This is an optimization exercise on Yosys and OpenROAD, whose aim is small area, not a production implementation.
RTL that was checked went through simulation tests only; none was proved equivalent to the original.
No activity file was given, so power comes from the tool's default toggle rates.

== main ==
Design pc_trace_top, start of the top module:
module pc_trace_top (
  input  logic                   clks,
  input  logic                   rst_n,
  input  logic                   retire_valid,
  input  logic [31:0]            retire_pc,
  input  logic [31:0]            retire_r1,
  input  logic [31:0]            retire_r2,
  input  logic [31:0]            retire_r3,
  input  logic [31:0]            retire_r4,
  input  logic [31:0]            retire_r5,
  input  logic [8-1:0] paddr,
  input  logic                   psel,
  input  logic                   penable,
  input  logic                   pwrite,
  input  logic [31:0]            pwdata,
  output logic [31:0]            prdata,
  output logic                   pready,
  output logic                   pslverr
);
==> module pc_trace_top, before the edit <==
module pc_trace_top (
  input  logic                   clks,
  input  logic                   rst_n,
  input  logic                   retire_valid,
  input  logic [31:0]            retire_pc,
  input  logic [31:0]            retire_r1,
  input  logic [31:0]            retire_r2,
  input  logic [31:0]            retire_r3,
  input  logic [31:0]            retire_r4,
  input  logic [31:0]            retire_r5,
  input  logic [8-1:0] paddr,
  input  logic                   psel,
  input  logic                   penable,
  input  logic                   pwrite,
  input  logic [31:0]            pwdata,
  output logic [31:0]            prdata,
  output logic                   pready,
  output logic                   pslverr
);
  logic             enable;
  logic [3:0]       trig_en;
  logic [31:0]      trig_addr [0:3];
  logic [1:0]       mode;       
  logic [2:0]       sel;        
  logic [31:0]      wvalue;
  logic [31:0]      wmask;
  logic             wr_access;
  logic             rd_access;
  logic             trig_sel;
  assign pready  = 1'b1;
  assign pslverr = 1'b0;
  assign wr_access = psel && penable && pwrite;
  assign rd_access = psel && penable && !pwrite;
  assign trig_sel  = (paddr[7:4] == 4'h1);
  always_ff @(posedge clks) begin
    if (!rst_n) begin
      enable  <= 1'b0;
      trig_en <= '0;
      mode    <= 2'd0;
      sel     <= 3'd0;
    end else if (wr_access) begin
      if (paddr == 8'h00) enable <= pwdata[0];
      if (paddr == 8'h04) trig_en <= pwdata[3:0];
      if (paddr == 8'h20) begin
        if (pwdata[1:0] != 2'd3) mode <= pwdata[1:0];
        if (pwdata[6:4] <= 3'd4) sel <= pwdata[6:4];
      end
    end
  end
  always_ff @(posedge clks) begin
    if (wr_access) begin
      if (trig_sel) trig_addr[paddr[3:2]] <= pwdata;
      if (paddr == 8'h24) wvalue <= pwdata;
      if (paddr == 8'h28) wmask <= pwdata;
    end
  end
  logic [3:0]  match;
  logic [31:0] sel_val;
  logic [31:0] prev_val;
  logic        seen_first;
  logic        watch_hit;
  always_comb begin
    for (int i = 0; i < 4; i++) begin
      match[i] = trig_en[i] && (retire_pc == trig_addr[i]);
    end
  end
  always_comb begin
    sel_val = ({32{sel == 3'd0}} & retire_r1) | ({32{sel == 3'd1}} & retire_r2) |
              ({32{sel == 3'd2}} & retire_r3) | ({32{sel == 3'd3}} & retire_r4) |
              ({32{sel[2]}} & retire_r5);
  end
  assign watch_hit = (mode[0] && (((sel_val ^ wvalue) & wmask) == 32'd0)) ||
                     (mode[1] && seen_first && (sel_val != prev_val));
  always_ff @(posedge clks) begin
    if (!rst_n) begin
      seen_first <= 1'b0;
    end else if (!mode[1]) begin
      seen_first <= 1'b0;
    end else if (retire_valid) begin
      seen_first <= 1'b1;
    end
  end
  always_ff @(posedge clks) begin
    if (retire_valid) prev_val <= sel_val;
  end
  logic [31:0] mem_pc    [0:7];
  logic [15:0] mem_stamp [0:7];
  logic [4:0]  mem_hits  [0:7];
  logic [2:0]  rd_ptr, rd_ptr_d, wr_ptr_d;
  logic [3:0]  count, count_d;
  logic [15:0] stamp, stamp_d;
  logic        overflow;
  logic        hv;       
  logic        pend;     
  logic        empty, full, push_req, do_push, pop, overflow_clr;
  assign empty    = (count == 4'd0);
  assign full     = count[3];
  assign push_req = pend && enable;
  assign do_push  = push_req && !full;
  assign pop      = rd_access && (paddr == 8'h38) && !empty;
  assign overflow_clr = wr_access && (paddr == 8'h00) && pwdata[1];
  always_comb begin
    if (!rst_n) begin
      rd_ptr_d = 3'd0;
      count_d  = 4'd0;
      stamp_d  = 16'd0;
    end else begin
      rd_ptr_d = rd_ptr + 3'(pop);
      count_d  = count + 4'(do_push) - 4'(pop);
      stamp_d  = stamp + 16'(hv && enable);
    end
  end
  assign wr_ptr_d = rd_ptr_d + count_d[2:0];
  always_ff @(posedge clks) begin
    rd_ptr <= rd_ptr_d;
    count  <= count_d;
    stamp  <= stamp_d;
    if (!rst_n) begin
      overflow <= 1'b0;
      hv       <= 1'b0;
      pend     <= 1'b0;
    end else begin
      if (overflow_clr) overflow <= 1'b0;
      if (push_req && full) overflow <= 1'b1;
      hv   <= retire_valid;
      pend <= retire_valid && ((|match) || watch_hit);
    end
  end
  always_ff @(posedge clks) begin
    if (!count_d[3]) begin
      mem_pc[wr_ptr_d]    <= retire_pc;
      mem_stamp[wr_ptr_d] <= stamp_d;
      mem_hits[wr_ptr_d]  <= {watch_hit, match};
    end
  end
  logic [3:0]  s_ta;
  logic [7:0]  s_hpc, s_hinfo;
  logic        s_val, s_mask, s_ctrl, s_ten, s_cfg, s_stat;
  logic [31:0] rd_or;
  always_comb begin
    for (int k = 0; k < 4; k++) s_ta[k] = trig_sel && (paddr[3:2] == 2'(k));
    for (int i = 0; i < 8; i++) begin
      s_hpc[i]   = (paddr == 8'h34)   && !empty && (rd_ptr == 3'(i));
      s_hinfo[i] = (paddr == 8'h38) && !empty && (rd_ptr == 3'(i));
    end
    s_val  = (paddr == 8'h24);
    s_mask = (paddr == 8'h28);
    s_ctrl = (paddr == 8'h00);
    s_ten  = (paddr == 8'h04);
    s_cfg  = (paddr == 8'h20);
    s_stat = (paddr == 8'h30);
    rd_or = ({32{s_val}} & wvalue) | ({32{s_mask}} & wmask);
    for (int k = 0; k < 4; k++) rd_or = rd_or | ({32{s_ta[k]}} & trig_addr[k]);
    for (int i = 0; i < 8; i++) begin
      rd_or = rd_or | ({32{s_hpc[i]}} & mem_pc[i]);
      rd_or[31:16] = rd_or[31:16] | ({16{s_hinfo[i]}} & mem_stamp[i]);
      rd_or[4:0]   = rd_or[4:0]   | ({5{s_hinfo[i]}} & mem_hits[i]);
    end
    rd_or[0]   = rd_or[0] | (s_ctrl & enable);
    rd_or[3:0] = rd_or[3:0] | ({4{s_ten}} & trig_en) | ({4{s_stat}} & count);
    rd_or[1:0] = rd_or[1:0] | ({2{s_cfg}} & mode);
    rd_or[6:4] = rd_or[6:4] | ({3{s_cfg}} & sel);
    rd_or[8]   = rd_or[8] | (s_stat & empty);
    rd_or[9]   = rd_or[9] | (s_stat & overflow);
    prdata = rd_or;
  end
endmodule
clock: 5.0 ns
lec_check: 0
cap_margin: 20
core_margin: 2
core_utilization: 65
slew_margin: 20
standard.sh (not shown) runs the stock make flow with config.mk's settings and CLKGATE_MAP_FILE= SYNTH_SCRIPT=/design/flow/synth_recipe.tcl, a recipe that flattens the netlist after the stock synthesis.
==> flow/flow/run.sh <==
#!/bin/bash
# Layout flow: the standard ORFS flow (standard.sh) with
#  - an area-oriented ABC script in synthesis (flow/abc.script); the
#    synthesis is otherwise the standard flow's own (same registers and names),
#  - buf_1 cells as the port buffers,
#  - clkbuf_8 clock tree buffers without dummy loads.
set -euo pipefail
W=$(pwd)
# Synthesis script: the standard flow's own, sourcing a copy of ORFS's synth.tcl whose
# only change is the ABC script it maps with.
python3 - "$W" <<'PY'
import sys
w = sys.argv[1]
s = open(sys.argv[0] if False else __import__('os').environ['FLOW_HOME'] + '/scripts/synth.tcl').read()
anchor = 'source $::env(SCRIPTS_DIR)/synth_preamble.tcl\n'
assert anchor in s
s = s.replace(anchor, anchor + 'set abc_script ' + w + '/flow/abc.script\n'
              'set abc_args [lreplace $abc_args 1 1 $abc_script]\n'
              'puts "Custom ABC script $abc_script"\n')
open(w + '/synth_custom.tcl', 'w').write(s)
b = open(w + '/synth_recipe.tcl').read()
old = 'source $::env(SCRIPTS_DIR)/synth.tcl'
assert old in b
open(w + '/synth_recipe_custom.tcl', 'w').write(b.replace(old, 'source ' + w + '/synth_custom.tcl'))
PY
export BUFFER_PORTS_ARGS="-buffer_cell sky130_fd_sc_hd__buf_1"
export CTS_ARGS="-sink_clustering_enable -repair_clock_nets -dont_use_dummy_load -buf_list sky130_fd_sc_hd__clkbuf_8 -sink_clustering_size 16 -sink_clustering_max_diameter 50"
bash standard.sh SYNTH_SCRIPT="$W/synth_recipe_custom.tcl" finish > standard.log 2>&1
==> flow/flow/abc.script <==
strash
&get -n
&fraig -x
&put
scorr
dc2
strash
&get -n
&dch -f
&nf -R 1000
&put
main finished every step from synthesis to the final layout, and the layout passed the timing, DRC and antenna checks.
Setup changes, main to the feature branch
--- a/flow/design.v
+++ b/flow/design.v
@@ -126,16 +126,16 @@
     end else if (retire_valid) begin
       seen_first <= 1'b1;
     end
   end
   always_ff @(posedge clks) begin
-    if (retire_valid) prev_val <= sel_val;
+    if (retire_valid && mode[1]) prev_val <= sel_val;
   end
   logic [31:0] mem_pc    [0:7];
   logic [15:0] mem_stamp [0:7];
   logic [4:0]  mem_hits  [0:7];
-  logic [2:0]  rd_ptr, rd_ptr_d, wr_ptr_d;
+  logic [2:0]  wr_ptr, rd_ptr, wr_ptr_d;
   logic [3:0]  count, count_d;
   logic [15:0] stamp, stamp_d;
   logic        overflow;
   logic        hv;       
   logic        pend;     
@@ -146,29 +146,30 @@
   assign do_push  = push_req && !full;
   assign pop      = rd_access && (paddr == 8'h38) && !empty;
   assign overflow_clr = wr_access && (paddr == 8'h00) && pwdata[1];
   always_comb begin
     if (!rst_n) begin
-      rd_ptr_d = 3'd0;
+      wr_ptr_d = 3'd0;
       count_d  = 4'd0;
       stamp_d  = 16'd0;
     end else begin
-      rd_ptr_d = rd_ptr + 3'(pop);
+      wr_ptr_d = wr_ptr + 3'(do_push);
       count_d  = count + 4'(do_push) - 4'(pop);
       stamp_d  = stamp + 16'(hv && enable);
     end
   end
-  assign wr_ptr_d = rd_ptr_d + count_d[2:0];
-  always_ff @(posedge clks) begin
-    rd_ptr <= rd_ptr_d;
+  always_ff @(posedge clks) begin
+    wr_ptr <= wr_ptr_d;
     count  <= count_d;
     stamp  <= stamp_d;
     if (!rst_n) begin
+      rd_ptr   <= 3'd0;
       overflow <= 1'b0;
       hv       <= 1'b0;
       pend     <= 1'b0;
     end else begin
+      if (pop) rd_ptr <= rd_ptr + 3'd1;
       if (overflow_clr) overflow <= 1'b0;
       if (push_req && full) overflow <= 1'b1;
       hv   <= retire_valid;
       pend <= retire_valid && ((|match) || watch_hit);
     end
## What came out
- The feature branch -> main: synthesized area flat
- Going from main to the feature branch, area fraction in compound gates after synthesis saw little to no change; power saw a decrease; worst path setup slack after routing saw an increase; overall fraction of global-route tracks in use saw an increase; total wirelength of the detailed-routed design saw an increase.
- Number of non-clock inverters (lower): main
- Compared with main, the feature branch shows total clock sinks that has gone up slightly.
- Part of the power in combinational logic, the feature branch and main: higher on main
- Compared with main, the feature branch shows clock buffer count lower by 1.
Function not checked in main: the RTL went through the layout flow alone.

==> static timing again, ports no longer ideal <==
How much do the figures lean on ideal ports? The routed layouts below were timed once more, with nothing changed but the port constraints.
Step 1 assumes that a clkbuf_16 drives the clock port and a buf_2 every other input.
Step 2 times the ports against the registers' clock, not the clock port: input delays grow and output delays shrink by t, the midpoint of the rising clock arrivals with the driver on.
Slacks: no drivers / after step 1 / after step 2; pairs: no drivers / after step 1.
| run | t, ns | setup slack, ns | clock arrival spread, ns | worst data-port slew with drivers (ns) | pins driven straight from the clock port |
|---|---|---|---|---|---|
| main | 0.721 | 0.274 / 0.217 / 0.063 | 0.107 / 0.106 | 0.08 | 1 |
| the feature branch | 0.720 | 0.436 / 0.379 / 0.420 | 0.077 / 0.077 | 0.10 | 1 |
After both steps setup and hold are still met in every run listed. The setup slack of main, which loses most, moves by -0.057 ns with the drivers and by -0.211 ns with both steps.
